Source: an optimization exercise on an open RTL-to-GDS flow (aim: small area, a short achievable clock period and few clock cycles per item). Production flows keep margins and buffers that such runs may drop. The RTL was checked by simulation tests, not by an equivalence proof against the original design.

### flow/design.v
package sthp_pkg;
	localparam int unsigned CmdW = 2;
	localparam int unsigned RawW = 20;
	localparam int unsigned OutW = 18;
	localparam int unsigned CfgIdxW = 3;
	localparam int unsigned CfgDataW = 64;
	localparam logic [CmdW-1:0] CMD_TEMP  = 2'd0;
	localparam logic [CmdW-1:0] CMD_PRESS = 2'd1;
	localparam logic [CmdW-1:0] CMD_HUMID = 2'd2;
	localparam logic [CfgIdxW-1:0] REG_TEMP     = 3'd0;
	localparam logic [CfgIdxW-1:0] REG_PRESS_LO = 3'd1;
	localparam logic [CfgIdxW-1:0] REG_PRESS_HI = 3'd2;
	localparam logic [CfgIdxW-1:0] REG_PRESS_P9 = 3'd3;
	localparam logic [CfgIdxW-1:0] REG_HUMID    = 3'd4;
	localparam logic signed [31:0] TEMP_MIN   = -32'sd4000;
	localparam logic signed [31:0] TEMP_MAX   = 32'sd8500;
	localparam logic [31:0]        PRESS_MIN  = 32'd30000;
	localparam logic [31:0]        PRESS_MAX  = 32'd110000;
	localparam logic signed [31:0] HUM_CAP    = 32'sd419430400;
	localparam logic signed [31:0] HUM_MAX    = 32'sd102400;
endpackage
import sthp_pkg::*;
module sthp_div #(parameter int unsigned STEPS = 4) (
	input  logic [15:0] rem_i,
	input  logic [31:0] nq_i,
	input  logic [15:0] den_i,
	output logic [15:0] rem_o,
	output logic [31:0] nq_o
);
	always_comb begin
		logic [16:0] sh, diff;
		rem_o = rem_i;
		nq_o  = nq_i;
		for (int i = 0; i < STEPS; i++) begin
			sh   = {rem_o, nq_o[31]};
			diff = sh - {1'b0, den_i};
			if (!diff[16]) begin
				rem_o = diff[15:0];
				nq_o  = {nq_o[30:0], 1'b1};
			end else begin
				rem_o = sh[15:0];
				nq_o  = {nq_o[30:0], 1'b0};
			end
		end
	end
endmodule
module sthp_benc #(parameter int NB = 16, parameter int ND = (NB + 1) / 2) (
	input  logic [NB-1:0] b,
	output logic [ND-1:0] one,
	output logic [ND-1:0] two,
	output logic [ND-1:0] neg
);
	logic [2*ND:0] bx;                             
	always_comb begin
		bx = {{(2 * ND - NB + 1){b[NB-1]}}, b, 1'b0};
		for (int i = 0; i < ND; i++) begin
			one[i] = bx[2*i+1] ^ bx[2*i];
			two[i] = (bx[2*i+2] & ~bx[2*i+1] & ~bx[2*i]) | (~bx[2*i+2] & bx[2*i+1] & bx[2*i]);
			neg[i] = bx[2*i+2];
		end
	end
endmodule
module sthp_mulp #(parameter int NA = 16, parameter int ND = 8, parameter int W = 32) (
	input  logic [NA-1:0] a,
	input  logic [ND-1:0] one,
	input  logic [ND-1:0] two,
	input  logic [ND-1:0] neg,
	input  logic [W-1:0]  c,
	input  logic [W-1:0]  d,
	input  logic [W-1:0]  e,
	input  logic [W-1:0]  f,
	output logic [W-1:0]  y
);
	logic [W-1:0] rows [ND+5];
	always_comb begin
		logic [W-1:0]    k, negs;
		logic [NA:0]     mag, r;
		logic [W+NA+2:0] row;
		k    = '0;
		negs = '0;
		for (int i = 0; i < ND; i++) begin
			mag  = one[i] ? {a[NA-1], a} : (two[i] ? {a, 1'b0} : '0);
			r    = neg[i] ? ~mag : mag;
			row  = '0;
			row[NA:0] = {~r[NA], r[NA-1:0]};
			row  = row << (2 * i);
			rows[i] = row[W-1:0];
			if (2 * i < W)
				negs[2*i] = neg[i];
			k = k - (W'(1) << (NA + 2 * i));
		end
		rows[ND]   = k + negs;
		rows[ND+1] = c;
		rows[ND+2] = d;
		rows[ND+3] = e;
		rows[ND+4] = f;
	end
	always_comb begin
		y = '0;
		for (int i = 0; i < ND + 5; i++)
			y = y + rows[i];
	end
endmodule
module sthp_mul #(parameter int NA = 16, parameter int NB = 16, parameter int W = 32) (
	input  logic [NA-1:0] a,
	input  logic [NB-1:0] b,
	input  logic [W-1:0]  c,
	input  logic [W-1:0]  d,
	input  logic [W-1:0]  e,
	input  logic [W-1:0]  f,
	output logic [W-1:0]  y
);
	localparam int ND = (NB + 1) / 2;
	logic [ND-1:0] one, two, neg;
	sthp_benc #(.NB(NB)) u_enc (.b(b), .one(one), .two(two), .neg(neg));
	sthp_mulp #(.NA(NA), .ND(ND), .W(W)) u_mul (.a(a), .one(one), .two(two), .neg(neg),
		.c(c), .d(d), .e(e), .f(f), .y(y));
endmodule
module sthp_sqr #(parameter int N = 17, parameter int W = 32) (
	input  logic [N-1:0] x,
	input  logic [W-1:0] c,
	output logic [W-1:0] y
);
	logic [W-1:0] rows [N+2];
	always_comb begin
		logic [W-1:0] k;
		k = '0;
		for (int i = 0; i <= N + 1; i++)
			rows[i] = '0;
		for (int i = 0; i < N; i++)
			if (2 * i < W)
				rows[N][2*i] = x[i];
		for (int i = 0; i < N - 1; i++)
			for (int j = i + 1; j < N; j++)
				if (i + j + 1 < W) begin
					if (j == N - 1) begin
						rows[i][i+j+1] = ~(x[i] & x[j]);
						k = k - (W'(1) << (i + j + 1));
					end else
						rows[i][i+j+1] = x[i] & x[j];
				end
		rows[N-1] = k;
		rows[N+1] = c;
	end
	always_comb begin
		y = '0;
		for (int i = 0; i <= N + 1; i++)
			y = y + rows[i];
	end
endmodule
import sthp_pkg::*;
module sensor_thp_compensation_top (
	input  logic                          clk,
	input  logic                          arst_n,
	input  logic                          s_tvalid,
	output logic                          s_tready,
	input  logic [23:0]                   s_tdata,   
	input  logic [sthp_pkg::CmdW-1:0]     s_tuser,   
	output logic                          m_tvalid,
	input  logic                          m_tready,
	output logic [23:0]                   m_tdata,   
	input  logic                          cfg_valid,
	output logic                          cfg_ready,
	input  logic [sthp_pkg::CfgIdxW-1:0]  cfg_index,
	input  logic [sthp_pkg::CfgDataW-1:0] cfg_data
);
	localparam int DIVK  = 11;             
	localparam int DS    = 7;              
	localparam int NST   = DS + DIVK + 3;  
	localparam int CAP   = NST + 2;        
	localparam int PW    = 5;               
	function automatic logic signed [31:0] sdiv(input logic signed [31:0] x,
		input int unsigned k);
		logic signed [31:0] bias;
		bias = x[31] ? ((32'sd1 <<< k) - 32'sd1) : 32'sd0;
		sdiv = (x + bias) >>> k;
	endfunction
	function automatic logic signed [31:0] sneg(input logic signed [31:0] x,
		input int unsigned k);
		logic [31:0] mask;
		mask = (32'd1 << k) - 32'd1;
		sneg = {31'd0, x[31] && ((x & mask) != 32'd0)};
	endfunction
	logic [47:0] tcal_q;
	logic [63:0] pcal_lo_q, pcal_hi_q, hcal_q;
	logic [15:0] p9_q;
	assign cfg_ready = 1'b1;
	always_ff @(posedge clk or negedge arst_n) begin
		if (!arst_n) begin
			tcal_q    <= '0;
			pcal_lo_q <= '0;
			pcal_hi_q <= '0;
			p9_q      <= '0;
			hcal_q    <= '0;
		end else if (cfg_valid) begin
			unique case (cfg_index)
				REG_TEMP:     tcal_q    <= cfg_data[47:0];
				REG_PRESS_LO: pcal_lo_q <= cfg_data;
				REG_PRESS_HI: pcal_hi_q <= cfg_data;
				REG_PRESS_P9: p9_q      <= cfg_data[15:0];
				REG_HUMID:    hcal_q    <= cfg_data;
				default:      ;
			endcase
		end
	end
	logic        [15:0] t1, p1;
	logic signed [15:0] t2, t3, p2, p3, p4, p5, p6, p7, p8, p9, h2;
	logic        [7:0]  h1, h3;
	logic signed [11:0] h4, h5;
	logic signed [7:0]  h6;
	assign t1 = tcal_q[15:0];
	assign t2 = tcal_q[31:16];
	assign t3 = tcal_q[47:32];
	assign p1 = pcal_lo_q[15:0];
	assign p2 = pcal_lo_q[31:16];
	assign p3 = pcal_lo_q[47:32];
	assign p4 = pcal_lo_q[63:48];
	assign p5 = pcal_hi_q[15:0];
	assign p6 = pcal_hi_q[31:16];
	assign p7 = pcal_hi_q[47:32];
	assign p8 = pcal_hi_q[63:48];
	assign p9 = p9_q;
	assign h1 = hcal_q[7:0];
	assign h2 = hcal_q[23:8];
	assign h3 = hcal_q[31:24];
	assign h4 = hcal_q[43:32];
	assign h5 = hcal_q[55:44];
	assign h6 = hcal_q[63:56];
	logic signed [18:0] nh5c, p6c, h5x;
	logic signed [16:0] p1c, h2c;
	logic signed [15:0] h6c, h3c, h1c;
	assign h5x  = h5;
	assign nh5c = -h5x;
	assign p6c  = p6;
	assign p1c  = {1'b0, p1};
	assign h2c  = h2;
	assign h6c  = h6;
	assign h3c  = {8'd0, h3};
	assign h1c  = {8'd0, h1};
	logic [7:0] t2_o, t2_t, t2_n, t3_o, t3_t, t3_n, p5_o, p5_t, p5_n, h6_o, h6_t, h6_n;
	logic [7:0] p2_o, p2_t, p2_n, h3_o, h3_t, h3_n, p3_o, p3_t, p3_n, p8_o, p8_t, p8_n;
	logic [7:0] p9_o, p9_t, p9_n, h1_o, h1_t, h1_n;
	logic [9:0] nh5_o, nh5_t, nh5_n, p6_o, p6_t, p6_n;
	logic [8:0] p1_o, p1_t, p1_n, h2_o, h2_t, h2_n;
	sthp_benc #(.NB(16)) u_et2  (.b(t2),   .one(t2_o),  .two(t2_t),  .neg(t2_n));
	sthp_benc #(.NB(16)) u_et3  (.b(t3),   .one(t3_o),  .two(t3_t),  .neg(t3_n));
	sthp_benc #(.NB(16)) u_ep5  (.b(p5),   .one(p5_o),  .two(p5_t),  .neg(p5_n));
	sthp_benc #(.NB(16)) u_eh6  (.b(h6c),  .one(h6_o),  .two(h6_t),  .neg(h6_n));
	sthp_benc #(.NB(16)) u_ep2  (.b(p2),   .one(p2_o),  .two(p2_t),  .neg(p2_n));
	sthp_benc #(.NB(16)) u_eh3  (.b(h3c),  .one(h3_o),  .two(h3_t),  .neg(h3_n));
	sthp_benc #(.NB(16)) u_ep3  (.b(p3),   .one(p3_o),  .two(p3_t),  .neg(p3_n));
	sthp_benc #(.NB(16)) u_ep8  (.b(p8),   .one(p8_o),  .two(p8_t),  .neg(p8_n));
	sthp_benc #(.NB(16)) u_ep9  (.b(p9),   .one(p9_o),  .two(p9_t),  .neg(p9_n));
	sthp_benc #(.NB(16)) u_eh1  (.b(h1c),  .one(h1_o),  .two(h1_t),  .neg(h1_n));
	sthp_benc #(.NB(19)) u_eh5  (.b(nh5c), .one(nh5_o), .two(nh5_t), .neg(nh5_n));
	sthp_benc #(.NB(19)) u_ep6  (.b(p6c),  .one(p6_o),  .two(p6_t),  .neg(p6_n));
	sthp_benc #(.NB(17)) u_ep1  (.b(p1c),  .one(p1_o),  .two(p1_t),  .neg(p1_n));
	sthp_benc #(.NB(17)) u_eh2  (.b(h2c),  .one(h2_o),  .two(h2_t),  .neg(h2_n));
	logic [7:0] p3_oq, p3_tq, p8_oq, p8_tq;
	logic [9:0] p6_oq, p6_tq;
	always_ff @(posedge clk) begin
		p3_oq  <= p3_o;  p3_tq  <= p3_t;
		p8_oq  <= p8_o;  p8_tq  <= p8_t;
		p6_oq  <= p6_o;  p6_tq  <= p6_t;
	end
	logic [NST-1:0] v_q;                   
	logic [1:0]     cmd_q [NST];           
	logic           s_tready_q;
	logic [PW:0]    cnt_q;                 
	logic           acc, del;
	assign acc = s_tvalid && s_tready_q;
	assign del = m_tvalid && m_tready;
	logic signed [20:0] pa_q;
	logic signed [18:0] pqx_q;
	logic [9:0]         pq_o, pq_t, pq_n;
	logic               pqs_q;
	logic signed [21:0] ha_q;
	logic               ft_we;
	logic signed [21:0] ft_new;
	logic signed [31:0] pa_n, ha_n;
	logic [19:0]        raw0, raw1, raw2, raw3, raw4;
	logic signed [16:0] s0_tb;             
	logic signed [20:0] s1_ax, s2_ax;      
	logic               s1_as, s2_as;
	logic [31:0]        s2_t;              
	logic signed [21:0] s3_ft;             
	logic [31:0]        s3_a, s3_b, s3_c;  
	logic [31:0]        s4_a, s4_b, s4_d;  
	logic [17:0]        s4_r;              
	logic [21:0]        s5_x;              
	logic [31:0]        s6_m;              
	logic [21:0]        s6_x;              
	logic [8:0]         s6_eo, s6_et, s6_en;  
	logic [31:0]        s7_nq;             
	logic signed [16:0] s7_den;            
	logic               s7_hi;
	logic [31:0]        dv_nq  [DIVK+1];   
	logic               dv_hi  [DIVK+1];
	logic               dv_neg [DIVK+1];   
	logic               dv_zero[DIVK+1];   
	logic               dv_qn  [DIVK+1];
	logic [31:0]        e1_m, e1_x;        
	logic               e1_zero;
	logic [31:0]        e2_a, e2_b, e2_x;
	logic               e2_zero;
	logic               hold_v;            
	logic [1:0]         hold_cmd;
	logic [19:0]        hold_raw;
	logic [1:0]         in_cmd;
	logic [19:0]        in_raw;
	logic               cand, clash, issue;
	logic signed [17:0] t_a0;
	logic signed [16:0] t_b0;
	always_comb begin
		in_cmd = hold_v ? hold_cmd : s_tuser;
		in_raw = hold_v ? hold_raw : s_tdata[RawW-1:0];
		cand   = hold_v || acc;
		clash  = v_q[0] && cmd_q[0] == in_cmd && (in_cmd == CMD_TEMP || in_cmd == CMD_PRESS);
		issue  = cand && !clash;
		t_a0 = signed'({1'b0, in_raw[19:3]}) - signed'({1'b0, t1, 1'b0});
		t_b0 = signed'({1'b0, in_raw[19:4]}) - signed'({1'b0, t1});
	end
	logic signed [31:0] t3_32;
	logic               sel_t3;
	logic signed [19:0] tx_q;
	logic [7:0]         tb_oq, tb_tq, tb_nq;
	logic               tc_q;
	logic signed [31:0] m1bx, m1bs;
	logic signed [19:0] ta20;
	logic [31:0]        ct, mt, m1a, m1b, m2t;
	always_comb begin
		t3_32  = t3;
		sel_t3 = v_q[0] && cmd_q[0] == CMD_TEMP;    
		m1bx   = m1b;
		m1bs   = m1bx >>> 12;
		ta20   = t_a0;
		ct     = tc_q ? t3_32 : '0;
	end
	always_ff @(posedge clk) begin
		tx_q  <= sel_t3 ? m1bs[19:0] : ta20;
		tb_oq <= sel_t3 ? t3_o : t2_o;
		tb_tq <= sel_t3 ? t3_t : t2_t;
		tb_nq <= sel_t3 ? t3_n : t2_n;
		tc_q  <= sel_t3 && sneg(m1bx, 12) != 0;
	end
	sthp_mulp #(.NA(20), .ND(8)) u_mt (.a(tx_q), .one(tb_oq), .two(tb_tq), .neg(tb_nq),
		.c(ct), .d('0), .e('0), .f('0), .y(mt));
	assign m1a = mt;
	assign m2t = mt;
	sthp_sqr #(.N(17))           u_m1b (.x(s0_tb), .c('0), .y(m1b));
	logic signed [31:0] h4_32, s2tx, ft_t, s2ax32, ft32, bpa, bpqx, bha, paq32, pqxq32, haq32;
	logic               bpqs, isp1;
	logic signed [21:0] o3_xa, o3_xb;
	logic [9:0]         o3_ao, o3_at, o3_an;
	logic [7:0]         o3_bo, o3_bt, o3_bn, o3_co, o3_ct, o3_cn;
	logic [31:0]        o3_c, m3a, m3b, m3c;
	always_comb begin
		s2tx   = s2_t;
		s2ax32 = s2_ax;
		ft_t   = s2ax32 + signed'({31'd0, s2_as}) + (s2tx >>> 14) + sneg(s2tx, 14);
		ft_new = ft_t[21:0];
		ft32   = ft_new;
		pa_n   = (ft32 >>> 1) + sneg(ft32, 1) - 32'sd64000;
		ha_n   = ft32 - 32'sd76800;
		ft_we  = v_q[2] && cmd_q[2] == CMD_TEMP;
		paq32  = pa_q;
		pqxq32 = pqx_q;
		haq32  = ha_q;
		bpa    = ft_we ? pa_n : paq32;
		bpqx   = ft_we ? (pa_n >>> 2) : pqxq32;
		bpqs   = ft_we ? (pa_n[31] && (pa_n[1:0] != 2'd0)) : pqs_q;
		bha    = ft_we ? ha_n : haq32;
		h4_32  = h4;
		isp1   = cmd_q[1] == CMD_PRESS;
	end
	sthp_benc #(.NB(19)) u_epq (.b(bpqx[18:0]), .one(pq_o), .two(pq_t), .neg(pq_n));
	always_ff @(posedge clk) begin
		if (isp1) begin
			o3_xa <= bpqx[21:0];
			o3_ao <= pq_o;  o3_at <= pq_t;  o3_an <= pq_n;
			o3_c  <= bpqs ? {bpqx[30:0], 1'b1} : '0;
			o3_xb <= bpa[21:0];
			o3_bo <= p5_o;  o3_bt <= p5_t;  o3_bn <= p5_n;
			o3_co <= p2_o;  o3_ct <= p2_t;  o3_cn <= p2_n;
		end else begin
			o3_xa <= bha[21:0];
			o3_ao <= nh5_o; o3_at <= nh5_t; o3_an <= nh5_n;
			o3_c  <= (signed'({12'd0, raw1}) <<< 14) - (h4_32 <<< 20) + 32'sd16384;
			o3_xb <= bha[21:0];
			o3_bo <= h6_o;  o3_bt <= h6_t;  o3_bn <= h6_n;
			o3_co <= h3_o;  o3_ct <= h3_t;  o3_cn <= h3_n;
		end
	end
	sthp_mulp #(.NA(22), .ND(10)) u_m3a (.a(o3_xa), .one(o3_ao), .two(o3_at), .neg(o3_an),
		.c(o3_c), .d('0), .e('0), .f('0), .y(m3a));
	sthp_mulp #(.NA(22), .ND(8))  u_m3b (.a(o3_xb), .one(o3_bo), .two(o3_bt), .neg(o3_bn),
		.c('0),   .d('0), .e('0), .f('0), .y(m3b));
	sthp_mulp #(.NA(22), .ND(8))  u_m3c (.a(o3_xb), .one(o3_co), .two(o3_ct), .neg(o3_cn),
		.c('0),   .d('0), .e('0), .f('0), .y(m3c));
	logic signed [20:0] x4a;
	logic signed [18:0] y4a, x13;
	logic [31:0]        m4a, m4b, c4a, d4a, e4a, f4a, d4b;
	logic signed [31:0] s3bx, s3cx, hx1, hx2;
	logic               hs1, hs2;
	logic signed [31:0] s3ax, p6_32, p3_32, t_tmp, ft3_32, x11;
	logic [17:0]        t_res;
	always_comb begin
		s3ax  = s3_a;
		p6_32 = p6;
		p3_32 = p3;
		x11   = s3ax >>> 11;
		x13   = 19'(s3ax >>> 13);
		d4b   = sneg(s3ax, 13) != 0 ? p3_32 : '0;
		s3bx  = s3_b;
		s3cx  = s3_c;
		hx1   = s3bx >>> 10;
		hs1   = sneg(s3bx, 10) != 0;
		hx2   = s3cx >>> 11;
		hs2   = sneg(s3cx, 11) != 0;
		if (cmd_q[3] == CMD_PRESS) begin
			x4a = x11[20:0];
			y4a = p6;
			c4a = {s3_b[30:0], 1'b0};
			d4a = sneg(s3ax, 11) != 0 ? p6_32 : '0;
			e4a = '0;
			f4a = '0;
		end else begin
			x4a = hx1[20:0];
			y4a = hx2[18:0];
			c4a = hx1 <<< 15;
			d4a = hs2 ? hx1 : '0;
			e4a = hs1 ? hx2 : '0;
			f4a = {16'd0, hs1, 14'd0, hs1 & hs2};
		end
		ft3_32 = s3_ft;
		t_tmp = sdiv(ft3_32 * 32'sd5 + 32'sd128, 8);
		if (t_tmp < TEMP_MIN)
			t_res = TEMP_MIN[OutW-1:0];
		else if (t_tmp > TEMP_MAX)
			t_res = TEMP_MAX[OutW-1:0];
		else
			t_res = t_tmp[OutW-1:0];
	end
	logic       isp4;
	logic [9:0] hx2_o, hx2_t, hx2_n, y4a_o, y4a_t, y4a_n;
	sthp_benc #(.NB(19)) u_ehx2 (.b(hx2[18:0]), .one(hx2_o), .two(hx2_t), .neg(hx2_n));
	always_comb begin
		isp4  = cmd_q[3] == CMD_PRESS;
		y4a_o = isp4 ? p6_oq : hx2_o;
		y4a_t = isp4 ? p6_tq : hx2_t;
		y4a_n = isp4 ? p6_n  : hx2_n;
	end
	sthp_mulp #(.NA(21), .ND(10)) u_m4a (.a(x4a), .one(y4a_o), .two(y4a_t), .neg(y4a_n),
		.c(c4a), .d(d4a), .e(e4a), .f(f4a), .y(m4a));
	sthp_mulp #(.NA(19), .ND(8))  u_m4b (.a(x13), .one(p3_oq), .two(p3_tq), .neg(p3_n),
		.c('0),  .d(d4b), .e('0), .f('0), .y(m4b));
	logic signed [31:0] p_ed, p_b, p_p0, p4_32, s4ax, s4bx, s4dx, a2x, h4x, h_e;
	always_comb begin
		p4_32 = p4;
		s4ax = s4_a;
		s4bx = s4_b;
		s4dx = s4_d;
		p_ed = (s4bx >>> 3) + sneg(s4bx, 3) + (s4dx >>> 1) + sneg(s4dx, 1);
		a2x  = p_ed >>> 18;
		p_b  = (s4ax >>> 2) + sneg(s4ax, 2) + (p4_32 <<< 16);
		p_p0 = 32'sd1048576 - signed'({12'd0, raw4}) - (p_b >>> 12) - sneg(p_b, 12);
		h4x  = s4ax >>> 10;
		h_e  = sdiv(s4_d, 15);
	end
	logic [22:0]        o6_x;
	logic [8:0]         o6_o, o6_t, o6_n;
	logic               o6_h;
	logic signed [16:0] o6_d;
	logic signed [31:0] d6;
	logic [31:0]        m6;
	logic               isp5, s5s;
	always_comb begin
		isp5 = cmd_q[4] == CMD_PRESS;
		s5s  = isp5 ? sneg(p_ed, 18) != 0 : sneg(s4ax, 10) != 0;
		d6   = o6_d;
	end
	always_ff @(posedge clk) begin
		if (isp5) begin
			o6_x <= {7'd0, ~a2x[15], a2x[14:0]};
			o6_o <= p1_o; o6_t <= p1_t; o6_n <= p1_n;
			o6_d <= s5s ? {1'b0, p1} : '0;
		end else begin
			o6_x <= {1'b0, ~h4x[21], h4x[20:0]};
			o6_o <= h2_o; o6_t <= h2_t; o6_n <= h2_n;
			o6_d <= s5s ? h2c : '0;
		end
		o6_h <= !isp5;
	end
	sthp_mulp #(.NA(23), .ND(9)) u_m6 (.a(o6_x), .one(o6_o), .two(o6_t), .neg(o6_n),
		.c(o6_h ? 32'd8192 : 32'd0), .d(d6), .e('0), .f('0), .y(m6));
	logic signed [31:0] p_a3, p_1v, p0_32, hbx, he32;
	logic signed [21:0] p0_22;
	logic signed [16:0] he7;
	logic signed [17:0] hb7;
	logic [31:0]        p_num, m7;
	always_comb begin
		p_a3  = sdiv(signed'(s6_m), 15);
		p0_22 = s6_x;
		p0_32 = p0_22;
		p_1v  = p0_32 * 32'sd3125;
		p_num = p_1v[31] ? p_1v : {p_1v[30:0], 1'b0};
		he7   = s6_x[16:0];
		he32  = he7;
		hbx   = signed'(s6_m) >>> 14;
		hb7   = hbx[17:0];
	end
	logic [8:0] e5_o, e5_t, e5_n;
	sthp_benc #(.NB(17)) u_ee (.b(s5_x[16:0]), .one(e5_o), .two(e5_t), .neg(e5_n));
	sthp_mulp #(.NA(18), .ND(9)) u_m7 (.a(hb7), .one(s6_eo), .two(s6_et), .neg(s6_en), .c('0),
		.d(sneg(s6_m, 14) != 0 ? he32 : '0), .e('0), .f('0), .y(m7));
	localparam int DIVU = (DIVK + 1) / 2;
	logic [15:0] lrem_q [DIVU];
	logic [31:0] lnq_q  [DIVU];
	logic [15:0] lden_q [DIVU];
	logic [15:0] lrem_n [DIVU];
	logic [31:0] lnq_n  [DIVU];
	logic [DIVU-1:0] lload;                 
	genvar gi;
	generate
		for (gi = 0; gi < DIVU; gi++) begin : g_div
			sthp_div #(.STEPS(2 * gi < 32 % DIVK ? 32 / DIVK + 1 : 32 / DIVK)) u_div (
				.rem_i (lrem_q[gi]),
				.nq_i  (lnq_q[gi]),
				.den_i (lden_q[gi]),
				.rem_o (lrem_n[gi]),
				.nq_o  (lnq_n[gi])
			);
			if (gi == 0) begin : g_first
				assign lload[gi] = v_q[DS-1] && cmd_q[DS-1] == CMD_PRESS;
			end else begin : g_next
				assign lload[gi] = v_q[DS+2*gi-1] && cmd_q[DS+2*gi-1] == CMD_PRESS;
			end
		end
	endgenerate
	always_ff @(posedge clk) begin
		for (int j = 0; j < DIVU; j++) begin
			if (j == 0) begin
				lrem_q[j] <= lload[j] ? 16'd0 : lrem_n[j];
				lnq_q[j]  <= lload[j] ? p_num : lnq_n[j];
				if (lload[j])
					lden_q[j] <= p_a3[15:0];
			end else begin
				lrem_q[j] <= lload[j] ? lrem_n[j-1] : lrem_n[j];
				lnq_q[j]  <= lload[j] ? lnq_n[j-1] : lnq_n[j];
				if (lload[j])
					lden_q[j] <= lden_q[j-1];
			end
		end
	end
	assign dv_nq[0]   = s7_nq;
	assign dv_hi[0]   = s7_hi;
	assign dv_neg[0]  = s7_den[16];
	assign dv_zero[0] = s7_den == 0;
	assign dv_qn[0]   = neg_q;
	logic [16:0] neg_m;
	logic        neg_q;
	always_comb begin
		neg_m = 17'(-s7_den);
		neg_q = (~s7_nq) < {15'd0, neg_m};
	end
	logic [31:0]        p_2v, q_fin, ce1, me1;
	logic [29:0]        xe1;
	logic signed [31:0] hsx, dvx;
	logic               hss;
	always_comb begin
		q_fin = dv_neg[DIVK] ? {31'd0, dv_qn[DIVK]} : dv_nq[DIVK];
		p_2v  = dv_hi[DIVK] ? {q_fin[30:0], 1'b0} : q_fin;
		dvx   = dv_nq[DIVK];
		hsx   = dvx >>> 15;
		hss   = sneg(dvx, 15) != 0;
		if (cmd_q[DS+DIVK] == CMD_PRESS) begin
			xe1 = {1'b0, p_2v[31:3]};
			ce1 = '0;
		end else begin
			xe1 = hsx[29:0];
			ce1 = hss ? {hsx[30:0], 1'b1} : '0;
		end
	end
	sthp_sqr #(.N(30)) u_me1 (.x(xe1), .c(ce1), .y(me1));
	logic signed [24:0] xe2b;
	logic signed [15:0] ye2b;
	logic [31:0]        me2a, me2b, de2b;
	logic signed [30:0] pe2;
	logic signed [31:0] hd2, pc2, e1mx;
	always_comb begin
		pe2  = {1'b0, e1_x[31:2]};
		pc2  = {13'd0, e1_m[31:13]};
		e1mx = e1_m;
		hd2  = e1mx >>> 7;
		if (cmd_q[DS+DIVK+1] == CMD_PRESS) begin
			xe2b = pc2[24:0];
			ye2b = p9;
			de2b = '0;
		end else begin
			xe2b = hd2[24:0];
			ye2b = {8'd0, h1};
			de2b = sneg(e1mx, 7) != 0 ? {24'd0, h1} : '0;
		end
	end
	logic [7:0] ye2b_o, ye2b_t, ye2b_n;    
	always_ff @(posedge clk) begin
		if (cmd_q[DS+DIVK] == CMD_PRESS) begin
			ye2b_o <= p9_o; ye2b_t <= p9_t; ye2b_n <= p9_n;
		end else begin
			ye2b_o <= h1_o; ye2b_t <= h1_t; ye2b_n <= h1_n;
		end
	end
	sthp_mulp #(.NA(31), .ND(8)) u_me2a (.a(pe2),  .one(p8_oq),  .two(p8_tq),  .neg(p8_n),
		.c('0), .d('0),  .e('0), .f('0), .y(me2a));
	sthp_mulp #(.NA(25), .ND(8)) u_me2b (.a(xe2b), .one(ye2b_o), .two(ye2b_t), .neg(ye2b_n),
		.c('0), .d(de2b), .e('0), .f('0), .y(me2b));
	logic signed [31:0] p_s3, hum, p7_32, e2ax, e2bx, e2xx;
	logic [31:0]        p_sum;
	logic [17:0]        res;
	always_comb begin
		p7_32 = p7;
		e2ax  = e2_a;
		e2bx  = e2_b;
		e2xx  = e2_x;
		p_s3  = (e2bx >>> 12) + sneg(e2bx, 12) + (e2ax >>> 13) + sneg(e2ax, 13) + p7_32;
		p_sum = e2xx + (p_s3 >>> 4) + sneg(p_s3, 4);
		hum   = e2xx - (e2bx >>> 4) - sneg(e2bx, 4);
		if (hum < 0)
			hum = '0;
		if (hum > HUM_CAP)
			hum = HUM_CAP;
		hum = hum >>> 12;
		if (hum > HUM_MAX)
			hum = HUM_MAX;
		unique case (cmd_q[NST-1])
			CMD_PRESS: begin
				if (e2_zero || p_sum < PRESS_MIN)
					res = PRESS_MIN[OutW-1:0];
				else if (p_sum > PRESS_MAX)
					res = PRESS_MAX[OutW-1:0];
				else
					res = p_sum[OutW-1:0];
			end
			CMD_HUMID: res = hum[OutW-1:0];
			CMD_TEMP:  res = e2_x[OutW-1:0];
			default:   res = '0;
		endcase
	end
	always_ff @(posedge clk) begin
		raw0  <= in_raw;
		s0_tb <= t_b0;
		raw1  <= raw0;
		s1_ax <= 21'(signed'(m1a) >>> 11);
		s1_as <= sneg(m1a, 11) != 0;
		raw2  <= raw1;
		s2_t  <= m2t;
		s2_ax <= s1_ax;
		s2_as <= s1_as;
		raw3  <= raw2;
		s3_ft <= ft_new;
		s3_a  <= m3a;
		s3_b  <= m3b;
		s3_c  <= m3c;
		raw4 <= raw3;
		s4_a <= m4a;
		s4_b <= m4b;
		s4_d <= (cmd_q[3] == CMD_PRESS) ? s3_c : s3_a;
		s4_r <= t_res;
		s5_x  <= (cmd_q[4] == CMD_PRESS) ? p_p0[21:0] :
		         (cmd_q[4] == CMD_HUMID) ? h_e[21:0] : {4'd0, s4_r};
		s6_m <= m6;
		s6_x <= s5_x;
		s6_eo <= e5_o;
		s6_et <= e5_t;
		s6_en <= e5_n;
		s7_nq  <= (cmd_q[6] == CMD_PRESS) ? p_num :
		          (cmd_q[6] == CMD_HUMID) ? m7 : {14'd0, s6_x[17:0]};
		s7_den <= p_a3[16:0];
		s7_hi  <= p_1v[31];
		for (int i = 0; i < DIVK; i++) begin
			if (i == DIVK - 1)
				dv_nq[i+1] <= (cmd_q[DS+i] == CMD_PRESS) ? lnq_n[DIVU-1] : dv_nq[i];
			else
				dv_nq[i+1] <= dv_nq[i];
			dv_hi[i+1]   <= dv_hi[i];
			dv_neg[i+1]  <= dv_neg[i];
			dv_zero[i+1] <= dv_zero[i];
			dv_qn[i+1]   <= dv_qn[i];
		end
		e1_m    <= me1;
		e1_x    <= (cmd_q[DS+DIVK] == CMD_PRESS) ? p_2v : dv_nq[DIVK];
		e1_zero <= dv_zero[DIVK];
		e2_a    <= me2a;
		e2_b    <= me2b;
		e2_x    <= e1_x;
		e2_zero <= e1_zero;
		for (int i = 0; i < NST; i++)
			cmd_q[i] <= (i == 0) ? in_cmd : cmd_q[i-1];
	end
	logic [OutW-1:0] fifo_q [CAP];
	logic [PW-1:0]   wp_q, rp_q;
	logic [PW:0]     fcnt_q;
	logic            m_tvalid_q;
	logic            wr;
	logic [PW:0]     fcnt_n, cnt_n;
	logic [PW-1:0]   rp_n;
	logic [OutW-1:0] out_q;                
	assign wr     = v_q[NST-1];
	assign fcnt_n = fcnt_q + (wr ? 1 : 0) - (del ? 1 : 0);
	assign cnt_n  = cnt_q + (acc ? 1 : 0) - (del ? 1 : 0);
	assign rp_n   = !del ? rp_q : (rp_q == PW'(CAP - 1)) ? '0 : rp_q + 1'b1;
	always_ff @(posedge clk) begin
		if (wr)
			fifo_q[wp_q] <= res;
		out_q <= (wr && wp_q == rp_n) ? res : fifo_q[rp_n];
	end
	always_ff @(posedge clk or negedge arst_n) begin
		if (!arst_n) begin
			v_q        <= '0;
			hold_v     <= 1'b0;
			hold_cmd   <= '0;
			hold_raw   <= '0;
			pa_q       <= -21'sd64000;
			pqx_q      <= -19'sd16000;
			pqs_q      <= 1'b0;
			ha_q       <= -22'sd76800;
			s_tready_q <= 1'b1;
			cnt_q      <= '0;
			fcnt_q     <= '0;
			wp_q       <= '0;
			rp_q       <= '0;
			m_tvalid_q <= 1'b0;
		end else begin
			v_q <= {v_q[NST-2:0], issue};
			hold_v <= cand && clash;
			if (!hold_v) begin
				hold_cmd <= s_tuser;
				hold_raw <= s_tdata[RawW-1:0];
			end
			if (ft_we) begin
				pa_q  <= pa_n[20:0];
				pqx_q <= pa_n[20:2];
				pqs_q <= pa_n[31] && (pa_n[1:0] != 2'd0);
				ha_q  <= ha_n[21:0];
			end
			cnt_q      <= cnt_n;
			s_tready_q <= cnt_n < CAP && !(cand && clash);
			fcnt_q     <= fcnt_n;
			m_tvalid_q <= fcnt_n != 0;
			if (wr)
				wp_q <= (wp_q == PW'(CAP - 1)) ? '0 : wp_q + 1'b1;
			rp_q <= rp_n;
		end
	end
	assign s_tready = s_tready_q;
	assign m_tvalid = m_tvalid_q;
	assign m_tdata  = {{(24-OutW){1'b0}}, out_q};
endmodule
### flow/run.sh
#!/bin/bash
# synth_recipe.tcl (not shown) runs the flow's synth.tcl, then flattens the netlist and writes it again
# the make line also repeats each setting of config.mk as NAME=value (left out here)
make -C /OpenROAD-flow-scripts/flow DESIGN_CONFIG=/design/flow/config.mk WORK_HOME=/design/flow/orfs CLKGATE_MAP_FILE= SYNTH_SCRIPT=/design/flow/synth_recipe.tcl finish
### flow/config.mk
export PLATFORM = sky130hd
export DESIGN_NAME = sensor_thp_compensation_top
export DESIGN_NICKNAME = sensor_thp_compensation_top
export VERILOG_FILES = /design/flow/design.v
export SDC_FILE = /design/flow/constraint.sdc
export NUM_CORES = 4
export LEC_CHECK = 0
export ABC_AREA = 1
export CAP_MARGIN = 40
export CORE_MARGIN = 2
export CORE_UTILIZATION = 45
export PLACE_DENSITY = 0.55
export SLEW_MARGIN = 40
### flow/constraint.sdc
create_clock -name core_clock -period 20.0 [get_ports {clk}]
set_input_delay 4.0000 -clock core_clock [delete_from_list [all_inputs] [get_ports {clk}]]
set_output_delay 4.0000 -clock core_clock [all_outputs]
set_load 0.01 [all_outputs]
==> flow_summary.yaml, run 1 <==
status:
  status: "complete, no violations"
sta:
  fmax_ghz: 0.111
  setup_viol_count_final: 0
  hold_ws_ns: 0.276
  tightest_slew_ns: 0.978
  slew_headroom_pct: 34.1
  finalMaxSlewViolations: 0
  finalHoldViolCount: 0
  finalCritPeriodShare_pct: 45.2
  finalCriticalPeriod_ns: 9.04
  fin_skew_ns: 0.0927
  setup_ws_ns: 10.96
  tns_ns: 0
  rsz0062_at_grt: "false"
final_layout:
  fin_area_sq_um: 242000
  layout_commonest_cell: "nand2_1"
  fin_util_pct: 49.1
  stdcell_count: 33472
  fin_nets: 30322
  area_delta_synth_final_pct: 8.41
  mostFrequentLayoutCells: "nand2_1, inv_1, o21ai_0"
  drive_above_1_share_pct: 4.73
floorplan:
  dieArea_sq_um: 503000
  rows: 258
  ioPinCount: 125
  coreArea_sq_um: 494000
  die_w_um: 709
  die_h_um: 709
  start_util_pct: 45.3
logic_synthesis:
  synthMuxAreaShare_pct: 0.171
  yosys_most_used_dff: "dfxtp_1"
  ys_seq_area_share_pct: 26.9
  avgSynthCellArea_sq_um: 8.30
  yosys.area_share.simple_pct: 12.3
  syn_inst: 26953
  synth_compound_area_share_pct: 14.3
  synth-xor-area-share_pct: 10.5
  yosysWarningCount: 48
  yosys.area.top_type_share_pct: 16.4
  synthAdderAreaFrac_pct: 26.8
  ys_ff_latch: 2653
  yosys-top-cells-area: "fa_1, dfxtp_1, ha_1"
  async_flop_share_pct: 13.9
  synth_top_family_by_area: "adder cells"
  synth.distinct_cells: 83
  syn_area_sq_um: 224000
  yosys.area.top_type: "fa_1"
  synth-edff-count: 510
grt:
  track_usage_pct: 29.8
  grt_first_pass_wirelength_um: 1140000
  grtUsageMet3_pct: 4.48
  use_met1_pct: 41.5
  antenna_found_initial: 102
  grt_pass1_vias: 178727
  use_met2_pct: 46.7
  busiest_layer: "met2"
  grt.overflow.total: 0
  grt_max_degree: 112
routing:
  drcViolationCount: 0
  vias_per_cell: 5.46
  vias: 182665
  drt-total-wl_um: 760000
  wl_per_cell_um: 22.7
  drt_first_pass_iters: 9
  drtIter0Drc: 16427
  antenna_left: 0
worst_setup_path:
  crit_required_ns: 20.84
  cp_common_cell: "nand2_1"
  critPathKind: "reg2reg"
  worst-r2r-cell-count: 39
  crit_arrival_ns: 9.88
  crit_path_max_fanout: 25
  reg2reg_from: "lden_q[3][1]"
  crit_path_max_incr_delay_ns: 0.65
  crit_path_end_kind: "flop"
  r2r-end: "lrem_q[4][4]"
  crit_slowest_cell: "o21ai_0"
  r2r_slack_ns: 10.96
  critPathLaunchType: "flop"
clocking:
  path_clk_slew_ns: 0.06
  ctsResizeCount: 0
  clock_latency_ns: 1.00
  clk_path_buf_depth: 4
  clock_sinks: 2653
  htreeDepth: 5
  cts_buffers: 299
  clock-root-buffer: "clkbuf_16"
  cts_tree: "yes"
  cts_post_setup_buffers_inserted: 0
  ctsHoldBuffers: 0
placement:
  place_area_sq_um: 232000
  gp_congestion: 0.965
  portBuffers: 113
  place_hpwl_um: 588000
  dp_slack_ns: 11.03
  dp.cells: 32863
hold_path:
  min-delay-start: "dv_nq[9][14]"
  min_path_type: "reg2reg"
  worstHoldEndpoint: "dv_nq[10][14]"
  min_path_cells: 0
flow_run:
  cap_viol_max_count: 0
-- cells in the mapped netlist, types with 105 or more instances --
| cell | instances |
|---|---|
| inv_1 | 4084 |
| clkbuf_1 | 982 |
| nor3_1 | 141 |
| nand4_1 | 122 |
| o21ai_0 | 3046 |
| dfxtp_1 | 1775 |
| ha_1 | 1846 |
| nand3_1 | 727 |
| edfxtp_1 | 510 |
| buf_1 | 127 |
| o22ai_1 | 841 |
| nor2_1 | 1130 |
| fa_1 | 1837 |
| dfrtp_1 | 351 |
| xnor2_1 | 358 |
| a31oi_1 | 105 |
| nand2_1 | 4309 |
| a21oi_1 | 1143 |
| xor2_1 | 2300 |
-- registers in the layout, indices dropped and copies added, names as in the netlist, 42 cells and up, named ones only --
register	cells
lrem_q	96
pcal_lo_q	64
tcal_q	48
lden_q	96
cmd_q	42
hcal_q	64
lnq_q	192
dv_nq	352
pcal_hi_q	64
fifo_q	414
-- layer usage --
metal  part of all wire [%]  wire (um)
met3                    7.4      56000
met2                     44     335000
met1                     44     336000
met5                  0.038        292
met4                    4.3      32800
-- layout make-up --
type	instances	area, sq um
Antenna cell	48	120
Sequential cell	2653	60100
Multi-Input combinational cell	18925	144000
Fill cell	48162	252000
Inverter	4199	15800
Tap cell	6630	8300
Clock buffer	393	8410
Clock inverter	161	2040
Timing Repair Buffer	463	3990
-- kinds of logic after synthesis --
kind of cell / Yosys count
AND/OR/NAND/NOR: 6714
AO/OA/AOI/OAI: 5814
adder cells (fa/ha/maj): 3683
other: 2
flip-flops: 2653
buffers and inverters: 5380
XOR/XNOR: 2670
multiplexers: 37
-- worst max path at each step --
stage                            start              to  cells past startpoint
final                     lden_q[3][1]    lrem_q[4][4]                     39
after global placement         e2_b[1]  fifo_q[16][12]                     32
after detailed placement  lden_q[3][1]    lrem_q[4][6]                     39
after floorplan            cmd_q[3][0]        s4_a[29]                     35
after global routing      lden_q[3][1]    lrem_q[4][6]                     39
after CTS                 lden_q[3][1]    lrem_q[4][3]                     39
-- worst max-delay path, delay by kind of cell (launching register included) --
kind | cells | cell delay [ns]
buffers and inverters | 6 | 1.23
AND/OR/NAND/NOR | 18 | 2.94
flip-flops | 1 | 0.46
AO/OA/AOI/OAI | 12 | 3.03
adder cells (fa/ha/maj) | 3 | 1.22
Testbench counts, summed over its fixed seeds: cycles 3,392, items 3,200.
==> run 2, diff against run 1 <==
--- a/flow/design.v
+++ b/flow/design.v
@@ -259,3 +259,2 @@
 	logic [7:0] p3_oq, p3_tq, p8_oq, p8_tq;
-	logic [9:0] p6_oq, p6_tq;
 	always_ff @(posedge clk) begin
@@ -263,3 +262,2 @@
 		p8_oq  <= p8_o;  p8_tq  <= p8_t;
-		p6_oq  <= p6_o;  p6_tq  <= p6_t;
 	end
@@ -286,3 +284,3 @@
 	logic signed [21:0] s3_ft;             
-	logic [31:0]        s3_a, s3_b, s3_c;  
+	logic [31:0]        s3_a, s3_c;        
 	logic [31:0]        s4_a, s4_b, s4_d;  
@@ -399,37 +397,48 @@
 		.c('0),   .d('0), .e('0), .f('0), .y(m3c));
-	logic signed [20:0] x4a;
-	logic signed [18:0] y4a, x13;
-	logic [31:0]        m4a, m4b, c4a, d4a, e4a, f4a, d4b;
-	logic signed [31:0] s3bx, s3cx, hx1, hx2;
+	logic signed [20:0] o4_x;
+	logic [9:0]         o4_o, o4_t, o4_n;
+	logic [31:0]        o4_c, o4_d;
+	logic signed [18:0] o4_e;
+	logic [1:0]         o4_f;
+	logic signed [31:0] m3ax, m3bx, m3cx, hx1, hx2, p6_32, p3_32, s3ax, o4_e32;
 	logic               hs1, hs2;
-	logic signed [31:0] s3ax, p6_32, p3_32, t_tmp, ft3_32, x11;
+	logic [9:0]         hx2_o, hx2_t, hx2_n;
+	logic signed [18:0] x13;
+	logic [31:0]        m4a, m4b, d4b;
+	logic signed [31:0] t_tmp, ft3_32;
 	logic [17:0]        t_res;
 	always_comb begin
-		s3ax  = s3_a;
+		m3ax  = m3a;
+		m3bx  = m3b;
+		m3cx  = m3c;
 		p6_32 = p6;
 		p3_32 = p3;
-		x11   = s3ax >>> 11;
-		x13   = 19'(s3ax >>> 13);
-		d4b   = sneg(s3ax, 13) != 0 ? p3_32 : '0;
-		s3bx  = s3_b;
-		s3cx  = s3_c;
-		hx1   = s3bx >>> 10;
-		hs1   = sneg(s3bx, 10) != 0;
-		hx2   = s3cx >>> 11;
-		hs2   = sneg(s3cx, 11) != 0;
-		if (cmd_q[3] == CMD_PRESS) begin
-			x4a = x11[20:0];
-			y4a = p6;
-			c4a = {s3_b[30:0], 1'b0};
-			d4a = sneg(s3ax, 11) != 0 ? p6_32 : '0;
-			e4a = '0;
-			f4a = '0;
+		hx1   = m3bx >>> 10;
+		hs1   = sneg(m3bx, 10) != 0;
+		hx2   = m3cx >>> 11;
+		hs2   = sneg(m3cx, 11) != 0;
+	end
+	sthp_benc #(.NB(19)) u_ehx2 (.b(hx2[18:0]), .one(hx2_o), .two(hx2_t), .neg(hx2_n));
+	always_ff @(posedge clk) begin
+		if (cmd_q[2] == CMD_PRESS) begin
+			o4_x <= 21'(m3ax >>> 11);
+			o4_o <= p6_o; o4_t <= p6_t; o4_n <= p6_n;
+			o4_c <= {m3b[30:0], 1'b0};
+			o4_d <= sneg(m3ax, 11) != 0 ? p6_32 : '0;
+			o4_e <= '0;
+			o4_f <= '0;
 		end else begin
-			x4a = hx1[20:0];
-			y4a = hx2[18:0];
-			c4a = hx1 <<< 15;
-			d4a = hs2 ? hx1 : '0;
-			e4a = hs1 ? hx2 : '0;
-			f4a = {16'd0, hs1, 14'd0, hs1 & hs2};
+			o4_x <= hx1[20:0];
+			o4_o <= hx2_o; o4_t <= hx2_t; o4_n <= hx2_n;
+			o4_c <= hx1 <<< 15;
+			o4_d <= hs2 ? hx1 : '0;
+			o4_e <= hs1 ? hx2[18:0] : '0;
+			o4_f <= {hs1, hs1 & hs2};
 		end
+	end
+	always_comb begin
+		o4_e32 = o4_e;
+		s3ax   = s3_a;
+		x13    = 19'(s3ax >>> 13);
+		d4b    = sneg(s3ax, 13) != 0 ? p3_32 : '0;
 		ft3_32 = s3_ft;
@@ -443,13 +452,4 @@
 	end
-	logic       isp4;
-	logic [9:0] hx2_o, hx2_t, hx2_n, y4a_o, y4a_t, y4a_n;
-	sthp_benc #(.NB(19)) u_ehx2 (.b(hx2[18:0]), .one(hx2_o), .two(hx2_t), .neg(hx2_n));
-	always_comb begin
-		isp4  = cmd_q[3] == CMD_PRESS;
-		y4a_o = isp4 ? p6_oq : hx2_o;
-		y4a_t = isp4 ? p6_tq : hx2_t;
-		y4a_n = isp4 ? p6_n  : hx2_n;
-	end
-	sthp_mulp #(.NA(21), .ND(10)) u_m4a (.a(x4a), .one(y4a_o), .two(y4a_t), .neg(y4a_n),
-		.c(c4a), .d(d4a), .e(e4a), .f(f4a), .y(m4a));
+	sthp_mulp #(.NA(21), .ND(10)) u_m4a (.a(o4_x), .one(o4_o), .two(o4_t), .neg(o4_n),
+		.c(o4_c), .d(o4_d), .e(o4_e32), .f({16'd0, o4_f[1], 14'd0, o4_f[0]}), .y(m4a));
 	sthp_mulp #(.NA(19), .ND(8))  u_m4b (.a(x13), .one(p3_oq), .two(p3_tq), .neg(p3_n),
@@ -565,21 +565,23 @@
 	end
-	logic [31:0]        p_2v, q_fin, ce1, me1;
-	logic [29:0]        xe1;
-	logic signed [31:0] hsx, dvx;
-	logic               hss;
-	always_comb begin
-		q_fin = dv_neg[DIVK] ? {31'd0, dv_qn[DIVK]} : dv_nq[DIVK];
-		p_2v  = dv_hi[DIVK] ? {q_fin[30:0], 1'b0} : q_fin;
-		dvx   = dv_nq[DIVK];
-		hsx   = dvx >>> 15;
-		hss   = sneg(dvx, 15) != 0;
-		if (cmd_q[DS+DIVK] == CMD_PRESS) begin
-			xe1 = {1'b0, p_2v[31:3]};
-			ce1 = '0;
-		end else begin
-			xe1 = hsx[29:0];
-			ce1 = hss ? {hsx[30:0], 1'b1} : '0;
-		end
+	logic [31:0]        p_2v, q_div, q_fin, ce1, me1;
+	logic [29:0]        xe1_q;
+	logic               hss_q;
+	logic signed [31:0] hsx, dvx, xe1x;
+	logic               hss, islast;
+	always_comb begin
+		islast = cmd_q[DS+DIVK-1] == CMD_PRESS;
+		q_div  = lnq_n[DIVU-1];
+		q_fin  = dv_neg[DIVK-1] ? {31'd0, dv_qn[DIVK-1]} : q_div;
+		p_2v   = dv_hi[DIVK-1] ? {q_fin[30:0], 1'b0} : q_fin;
+		dvx    = dv_nq[DIVK-1];
+		hsx    = dvx >>> 15;
+		hss    = sneg(dvx, 15) != 0;
+		xe1x   = signed'(xe1_q);
+		ce1    = hss_q ? {xe1x[30:0], 1'b1} : '0;
+	end
+	always_ff @(posedge clk) begin
+		xe1_q <= islast ? {1'b0, p_2v[31:3]} : hsx[29:0];
+		hss_q <= !islast && hss;
 	end
-	sthp_sqr #(.N(30)) u_me1 (.x(xe1), .c(ce1), .y(me1));
+	sthp_sqr #(.N(30)) u_me1 (.x(xe1_q), .c(ce1), .y(me1));
 	logic signed [24:0] xe2b;
@@ -661,3 +663,2 @@
 		s3_a  <= m3a;
-		s3_b  <= m3b;
 		s3_c  <= m3c;
@@ -681,3 +682,3 @@
 			if (i == DIVK - 1)
-				dv_nq[i+1] <= (cmd_q[DS+i] == CMD_PRESS) ? lnq_n[DIVU-1] : dv_nq[i];
+				dv_nq[i+1] <= islast ? p_2v : dv_nq[i];
 			else
@@ -690,3 +691,3 @@
 		e1_m    <= me1;
-		e1_x    <= (cmd_q[DS+DIVK] == CMD_PRESS) ? p_2v : dv_nq[DIVK];
+		e1_x    <= dv_nq[DIVK];
 		e1_zero <= dv_zero[DIVK];
--- a/flow/config.mk
+++ b/flow/config.mk
@@ -10,4 +10,4 @@
 export CORE_MARGIN = 2
-export CORE_UTILIZATION = 45
-export PLACE_DENSITY = 0.55
+export CORE_UTILIZATION = 55
+export PLACE_DENSITY = 0.65
 export SLEW_MARGIN = 40
==> run 2 against run 1 <==
Net effect: synthesized area up 0.74%; sequential share of layout area up 0.93 points; non-clock buffer count decreased by 66; via count about the same; die area is 17% lower; routed wire length shrank 8.3%; clock-buffer cell count is the same; maximum frequency grew 2.3%; critical endpoint is now lrem_q[1][12]; worst setup slack improved by 0.20 ns; first-iteration DRC count is 4.4% higher.
==> flow_summary.yaml, run 2 <==
grt:
  grt_pass1_vias: 178169
  grt_first_pass_wirelength_um: 1060000
  grt_max_degree: 142
  grt.overflow.total: 0
  track_usage_pct: 33.2
  antenna_found_initial: 66
final_layout:
  reg.largest.list: "fifo_q: 414 flops, dv_nq: 351 flops, lnq_q: 192 flops"
  layout_commonest_cell: "nand2_1"
  largest-register: "fifo_q"
  fin_nets: 30280
  drive_above_1_share_pct: 4.70
  mostFrequentLayoutCells: "nand2_1, inv_1, o21ai_0"
  area_delta_synth_final_pct: 7.27
  largest_reg_flops: 414
clocking:
  ctsResizeCount: 0
  cts_tree: "yes"
  ctsHoldBuffers: 0
  htreeDepth: 5
  clock_sinks: 2755
  clk_path_buf_depth: 4
  clock-root-buffer: "clkbuf_16"
  path_clk_slew_ns: 0.06
  cts_buffers: 296
  clock_latency_ns: 0.96
  cts_post_setup_buffers_inserted: 0
placement:
  gp_congestion: 0.989
  place_hpwl_um: 539000
  portBuffers: 113
routing:
  vias_per_cell: 5.67
  drt_first_pass_iters: 8
  wl_per_cell_um: 21.6
  drtIter0Drc: 17148
  antenna_left: 0
  drt-total-wl_um: 697000
  vias: 182729
  drcViolationCount: 0
worst_setup_path:
  crit_path_end_kind: "flop"
  crit_path_max_incr_delay_ns: 0.52
  crit_slowest_cell: "clkinv_1"
  critPathKind: "reg2reg"
  critPathLaunchType: "flop"
  crit_arrival_ns: 9.66
  cp_common_cell: "nand2_1"
  crit_path_max_fanout: 29
  crit_required_ns: 20.82
sta:
  fmax_ghz: 0.113
  finalMaxSlewViolations: 0
  finalCritPeriodShare_pct: 44.2
  hold_ws_ns: 0.284
  finalHoldViolCount: 0
  fin_skew_ns: 0.111
  setup_viol_count_final: 0
  tns_ns: 0
  rsz0062_at_grt: "false"
  tightest_slew_ns: 1.03
  slew_headroom_pct: 31.1
  finalCriticalPeriod_ns: 8.84
logic_synthesis:
  async_flop_share_pct: 13.4
  synth.distinct_cells: 83
  yosys.area.top_type_share_pct: 16.7
  yosysWarningCount: 48
  yosys-top-cells-area: "dfxtp_1, fa_1, ha_1"
  avgSynthCellArea_sq_um: 8.35
  post-synth-top-count-cell: "inv_1"
  yosys.area.top_type: "dfxtp_1"
  syn_inst: 26974
  ys_ff_latch: 2755
  synth-edff-count: 510
  ys_seq_area_share_pct: 27.6
  synth_common_cells: "inv_1, nand2_1, o21ai_0, xor2_1, dfxtp_1"
  yosys_most_used_dff: "dfxtp_1"
  syn_area_sq_um: 225000
floorplan:
  die_h_um: 644
  die_w_um: 644
  ioPinCount: 125
  rows: 235
  dieArea_sq_um: 415000
  start_util_pct: 55.1
  coreArea_sq_um: 409000
hold_path:
  min_path_type: "reg2reg"
flow_run:
  cap_viol_max_count: 0
status:
  status: "complete, no violations"
## run 2: per-layer routing
layer	vias to the layer above	track usage [%]	part of all wire (%)
li1	85959	-	-
met1	87415	44.7	42
met2	7741	50.8	43
met3	1596	7.79	9.8
met4	18	14.7	5.0
met5	-	0.289	0.018
## run 2: final timing paths
kind                         startpoint            end  slack, ns  depth (start not counted)
max                        lden_q[1][0]  lrem_q[1][12]      11.16                         43
min                            raw1[18]       raw2[18]       0.28                          0
max reg2reg                lden_q[1][0]  lrem_q[1][12]      11.16                         43
min reg2reg                    raw1[18]       raw2[18]       0.28                          0
max in group asynchronous        arst_n  pcal_hi_q[32]      15.31                          3
min in group asynchronous        arst_n     hcal_q[31]       3.01                          1
## run 2: kinds of logic after synthesis
group / Yosys count / synth area share [%]
AOI/OAI and AO/OA: 5644 / 13.8
xor gates and xnor gates: 2694 / 10.5
adders and majority gates: 3686 / 26.6
buffers and inverters: 5590 / 9.38
DFF: 2755 / 27.6
muxes: 43 / 0.208
other: 2 / 0.00333
and+or+nand+nor: 6560 / 11.9
## run 2: layout make-up
class                           instances  area [sq um]
Fill cell                           36795        167000
Clock buffer                          393          8360
Antenna cell                           54           135
Sequential cell                      2755         62100
Tap cell                             5451          6820
Timing Repair Buffer                  397          3430
Multi-Input combinational cell      18634        143000
Inverter                             4412         16600
Clock inverter                        153          1690
## run 2: worst max-delay path: cells and delay by family, from the launching register on
family	cells	cell delay, ns
buffers and inverters	6	1.22
adders and majority gates	4	1.26
and+or+nand+nor	21	2.72
DFF	1	0.46
AOI/OAI and AO/OA	12	3.11
## run 2: through the flow
step	utilization (%)	instances	instance area (sq um)	setup WS [ns]
after global placement	56.5	31633	231000	10.93
after CTS	59.1	32188	241000	10.92
final	59.1	32249	242000	11.16
after floorplan	-	26979	225000	13.44
after global routing	59.1	32206	242000	10.26
after detailed placement	56.6	31642	231000	10.94
Testbench counts of run 2, summed over its fixed seeds: cycles 3,392, items 3,200.
==> run 3, diff against run 2 <==
--- a/flow/design.v
+++ b/flow/design.v
@@ -166,6 +166,6 @@
 );
-	localparam int DIVK  = 11;             
+	localparam int DIVK  = 16;             
 	localparam int DS    = 7;              
 	localparam int NST   = DS + DIVK + 3;  
-	localparam int CAP   = NST + 2;        
+	localparam int CAP   = NST + 3;        
 	localparam int PW    = 5;               
@@ -289,2 +289,3 @@
 	logic [31:0]        s6_m;              
+	logic               s6_s;              
 	logic [21:0]        s6_x;              
@@ -299,3 +300,3 @@
 	logic               dv_qn  [DIVK+1];
-	logic [31:0]        e1_m, e1_x;        
+	logic [31:0]        e1_x;              
 	logic               e1_zero;
@@ -514,3 +515,3 @@
 	sthp_mulp #(.NA(18), .ND(9)) u_m7 (.a(hb7), .one(s6_eo), .two(s6_et), .neg(s6_en), .c('0),
-		.d(sneg(s6_m, 14) != 0 ? he32 : '0), .e('0), .f('0), .y(m7));
+		.d(s6_s ? he32 : '0), .e('0), .f('0), .y(m7));
 	localparam int DIVU = (DIVK + 1) / 2;
@@ -586,27 +587,22 @@
 	sthp_sqr #(.N(30)) u_me1 (.x(xe1_q), .c(ce1), .y(me1));
-	logic signed [24:0] xe2b;
-	logic signed [15:0] ye2b;
+	logic signed [24:0] xe2b_q;
+	logic               hs7_q;
+	logic [7:0]         ye2b_o, ye2b_t, ye2b_n;
 	logic [31:0]        me2a, me2b, de2b;
 	logic signed [30:0] pe2;
-	logic signed [31:0] hd2, pc2, e1mx;
+	logic signed [31:0] me1x, hd1;
 	always_comb begin
 		pe2  = {1'b0, e1_x[31:2]};
-		pc2  = {13'd0, e1_m[31:13]};
-		e1mx = e1_m;
-		hd2  = e1mx >>> 7;
-		if (cmd_q[DS+DIVK+1] == CMD_PRESS) begin
-			xe2b = pc2[24:0];
-			ye2b = p9;
-			de2b = '0;
-		end else begin
-			xe2b = hd2[24:0];
-			ye2b = {8'd0, h1};
-			de2b = sneg(e1mx, 7) != 0 ? {24'd0, h1} : '0;
-		end
+		me1x = me1;
+		hd1  = me1x >>> 7;
+		de2b = hs7_q ? {24'd0, h1} : '0;
 	end
-	logic [7:0] ye2b_o, ye2b_t, ye2b_n;    
 	always_ff @(posedge clk) begin
 		if (cmd_q[DS+DIVK] == CMD_PRESS) begin
+			xe2b_q <= {6'd0, me1[31:13]};
+			hs7_q  <= 1'b0;
 			ye2b_o <= p9_o; ye2b_t <= p9_t; ye2b_n <= p9_n;
 		end else begin
+			xe2b_q <= hd1[24:0];
+			hs7_q  <= sneg(me1x, 7) != 0;
 			ye2b_o <= h1_o; ye2b_t <= h1_t; ye2b_n <= h1_n;
@@ -616,3 +612,3 @@
 		.c('0), .d('0),  .e('0), .f('0), .y(me2a));
-	sthp_mulp #(.NA(25), .ND(8)) u_me2b (.a(xe2b), .one(ye2b_o), .two(ye2b_t), .neg(ye2b_n),
+	sthp_mulp #(.NA(25), .ND(8)) u_me2b (.a(xe2b_q), .one(ye2b_o), .two(ye2b_t), .neg(ye2b_n),
 		.c('0), .d(de2b), .e('0), .f('0), .y(me2b));
@@ -672,2 +668,3 @@
 		s6_m <= m6;
+		s6_s <= sneg(m6, 14) != 0;
 		s6_x <= s5_x;
@@ -690,3 +687,2 @@
 		end
-		e1_m    <= me1;
 		e1_x    <= dv_nq[DIVK];
@@ -700,3 +696,5 @@
 	end
-	logic [OutW-1:0] fifo_q [CAP];
+	logic [CAP*OutW-1:0] fifo_q;           
+	logic [OutW-1:0] res_q;                
+	logic            wr_q;
 	logic [PW-1:0]   wp_q, rp_q;
@@ -708,3 +706,3 @@
 	logic [OutW-1:0] out_q;                
-	assign wr     = v_q[NST-1];
+	assign wr     = wr_q;
 	assign fcnt_n = fcnt_q + (wr ? 1 : 0) - (del ? 1 : 0);
@@ -713,5 +711,7 @@
 	always_ff @(posedge clk) begin
-		if (wr)
-			fifo_q[wp_q] <= res;
-		out_q <= (wr && wp_q == rp_n) ? res : fifo_q[rp_n];
+		res_q <= res;
+		for (int i = 0; i < CAP; i++)
+			if (wr && wp_q == PW'(i))
+				fifo_q[i*OutW +: OutW] <= res_q;
+		out_q <= (wr && wp_q == rp_n) ? res_q : fifo_q[rp_n*OutW +: OutW];
 	end
@@ -720,2 +720,3 @@
 			v_q        <= '0;
+			wr_q       <= 1'b0;
 			hold_v     <= 1'b0;
@@ -735,2 +736,3 @@
 			v_q <= {v_q[NST-2:0], issue};
+			wr_q <= v_q[NST-1];
 			hold_v <= cand && clash;
--- a/flow/config.mk
+++ b/flow/config.mk
@@ -10,4 +10,4 @@
 export CORE_MARGIN = 2
-export CORE_UTILIZATION = 55
-export PLACE_DENSITY = 0.65
+export CORE_UTILIZATION = 45
+export PLACE_DENSITY = 0.55
 export SLEW_MARGIN = 40
==> run 3 against run 2 <==
Net effect: first-iteration DRC count is 7.5% lower; via count is 3.7% higher; routed wire length is 9.0% higher; maximum frequency is 5.2% higher; die area is 30% higher; cell count is 9.0% higher; register-to-register slack better by 0.43 ns.
==> flow_summary.yaml, run 3 <==
grt:
  grt_first_pass_wirelength_um: 1150000
  antenna_found_initial: 66
  track_usage_pct: 27.8
  grt_pass1_vias: 187134
  grt.overflow.total: 0
  grt_max_degree: 143
floorplan:
  coreArea_sq_um: 529000
  die_w_um: 733
  dieArea_sq_um: 538000
  start_util_pct: 45.2
  rows: 267
  die_h_um: 733
  ioPinCount: 125
clocking:
  clk_path_buf_depth: 4
  cts_buffers: 355
  htreeDepth: 5
  ctsResizeCount: 0
  path_clk_slew_ns: 0.06
  clock_sinks: 3214
  cts_post_setup_buffers_inserted: 0
  cts_tree: "yes"
  ctsHoldBuffers: 0
  clock_latency_ns: 1.00
  clock-root-buffer: "clkbuf_16"
logic_synthesis:
  syn_inst: 28248
  yosysWarningCount: 47
  avgSynthCellArea_sq_um: 8.48
  post-synth-top-count-cell: "inv_1"
  yosys-top-cells-area: "dfxtp_1, fa_1, ha_1"
  ys_ff_latch: 3214
  syn_area_sq_um: 239000
  synth_common_cells: "inv_1, nand2_1, o21ai_0, xor2_1, dfxtp_1"
  yosys.area.top_type: "dfxtp_1"
  yosys.area.top_type_share_pct: 18.3
  async_flop_share_pct: 11.6
  ys_seq_area_share_pct: 30.4
  yosys_most_used_dff: "dfxtp_1"
  synth-edff-count: 650
  synth.distinct_cells: 85
final_layout:
  stdcell_count: 35143
  largest_reg_flops: 522
  area_delta_synth_final_pct: 8.59
  mostFrequentLayoutCells: "inv_1, nand2_1, o21ai_0"
  drive_above_1_share_pct: 5.06
  layout_commonest_cell: "inv_1"
  fin_nets: 31542
  largest-register: "fifo_q"
  reg.largest.list: "fifo_q: 522 flops, dv_nq: 511 flops, lnq_q: 256 flops"
routing:
  antenna_left: 0
  dr.max_layer_used: "met5"
  drtIter0Drc: 15864
  drcViolationCount: 0
  vias_per_cell: 5.39
  wl_met3_um: 55900
  wl_per_cell_um: 21.6
  drt_first_pass_iters: 9
  vias: 189468
  wl_met1_um: 326000
  wl_met2_um: 344000
  drt-total-wl_um: 760000
sta:
  tightest_slew_ns: 1.02
  setup_viol_count_final: 0
  hold_ws_ns: 0.286
  finalHoldViolCount: 0
  fmax_ghz: 0.119
  fin_skew_ns: 0.0817
  slew_headroom_pct: 31.8
  finalCritPeriodShare_pct: 42.0
  finalMaxSlewViolations: 0
  rsz0062_at_grt: "false"
  tns_ns: 0
  finalCriticalPeriod_ns: 8.41
status:
  status: "complete, no violations"
worst_setup_path:
  crit_path_end_kind: "flop"
  crit_path_max_fanout: 20
  reg2reg_from: "o3_ao[6]"
  crit_start: "o3_ao[6]"
  crit_required_ns: 20.79
  crit_path_max_incr_delay_ns: 0.74
  r2r_slack_ns: 11.59
  cp_common_cell: "nand2_1"
  critPathKind: "reg2reg"
  crit_slowest_cell: "nand2_1"
  crit_arrival_ns: 9.20
  critPathLaunchType: "flop"
placement:
  portBuffers: 113
  place_hpwl_um: 586000
  gp_congestion: 0.949
  dp.cells: 34400
flow_run:
  cap_viol_max_count: 0
hold_path:
  min_path_type: "reg2reg"
  min-delay-start: "dv_nq[6][3]"
-- run 3: cell families after synthesis --
logic type	count (synthesis)	share of synthesized area [%]
other	2	0.00314
DFF	3214	30.4
xor gates and xnor gates	2631	9.66
muxes	37	0.168
adders and majority gates	3670	25.0
and+or+nand+nor	6983	12.1
buffers and inverters	5780	9.10
AOI/OAI and AO/OA	5931	13.7
-- run 3: final timing paths --
kind	end	depth (start not counted)
min	dv_nq[7][3]	0
max in group asynchronous	pcal_hi_q[35]	4
max reg2reg	o4_d[30]	26
max	o4_d[30]	26
min reg2reg	dv_nq[7][3]	0
min in group asynchronous	tcal_q[11]	1
-- run 3: worst max-delay path: cells and delay by family, from the launching register on --
family | cells | cell delay, ns
compound gates | 3 | 0.61
buf+inv | 3 | 0.86
xor+xnor | 1 | 0.20
simple gates | 13 | 3.28
flops | 1 | 0.32
fa+ha+maj | 6 | 2.95
-- run 3: cell type report --
class,count,area [sq um]
fill,51187,269000
timing repair buffer,419,3720
antenna,70,175
clock inverter,167,1840
multi-input combinational,19259,145000
inverter,4525,17000
sequential,3214,72800
tap,6994,8750
clock buffer,495,10200
-- run 3: stage by stage --
| step | worst slack, ns | area [sq um] | util (%) |
|---|---|---|---|
| floorplan | 13.51 | 239000 | - |
| global placement | 11.01 | 247000 | 46.7 |
| detailed placement | 11.15 | 248000 | 46.8 |
| CTS | 11.73 | 260000 | 49.1 |
| global route | 11.22 | 260000 | 49.1 |
| finish | 11.59 | 260000 | 49.1 |
-- run 3: layer usage --
layer  vias to the layer above  track usage (%)
met4                        14             11.6
met5                         -                0
li1                      90322                -
met1                     91233             36.8
met2                      6474             44.7
met3                      1425             4.84
Testbench counts of run 3, summed over its fixed seeds: cycles 3,440, items 3,200.

## separate check: timing with driven ports
Ports are ideal in the flow. The routed layouts listed here were re-timed in OpenROAD. Step 1 sets driving cells, clkbuf_16 on the clock port and buf_2 on the other inputs (assumed; they add their load-dependent delay and slew). Step 2 adds t to the input delays and takes it off the output delays; t is the mean of the earliest and latest rising clock arrival at the registers after step 1. Input paths then give back, and output paths get back, about the clock's delay inside the block. Slacks: no drivers / after step 1 / after step 2; pairs: no drivers / after step 1.
run	t, ns	slack for setup (ns)	hold WS [ns]	slew at the worst register clock pin (ns)	pins driven straight from the clock port
run 1	1.074	10.960 / 10.960 / 10.960	0.276 / 0.276 / 0.276	0.08 / 0.08	1
run 2	1.020	11.160 / 11.104 / 11.160	0.284 / 0.284 / 0.284	0.07 / 0.07	1
run 3	1.071	11.593 / 11.593 / 11.164	0.286 / 0.286 / 0.286	0.07 / 0.07	1
After both steps setup and hold are still met in every run listed. The setup slack of run 3, which loses most, moves by 0.000 ns with the drivers and by -0.429 ns with both steps.
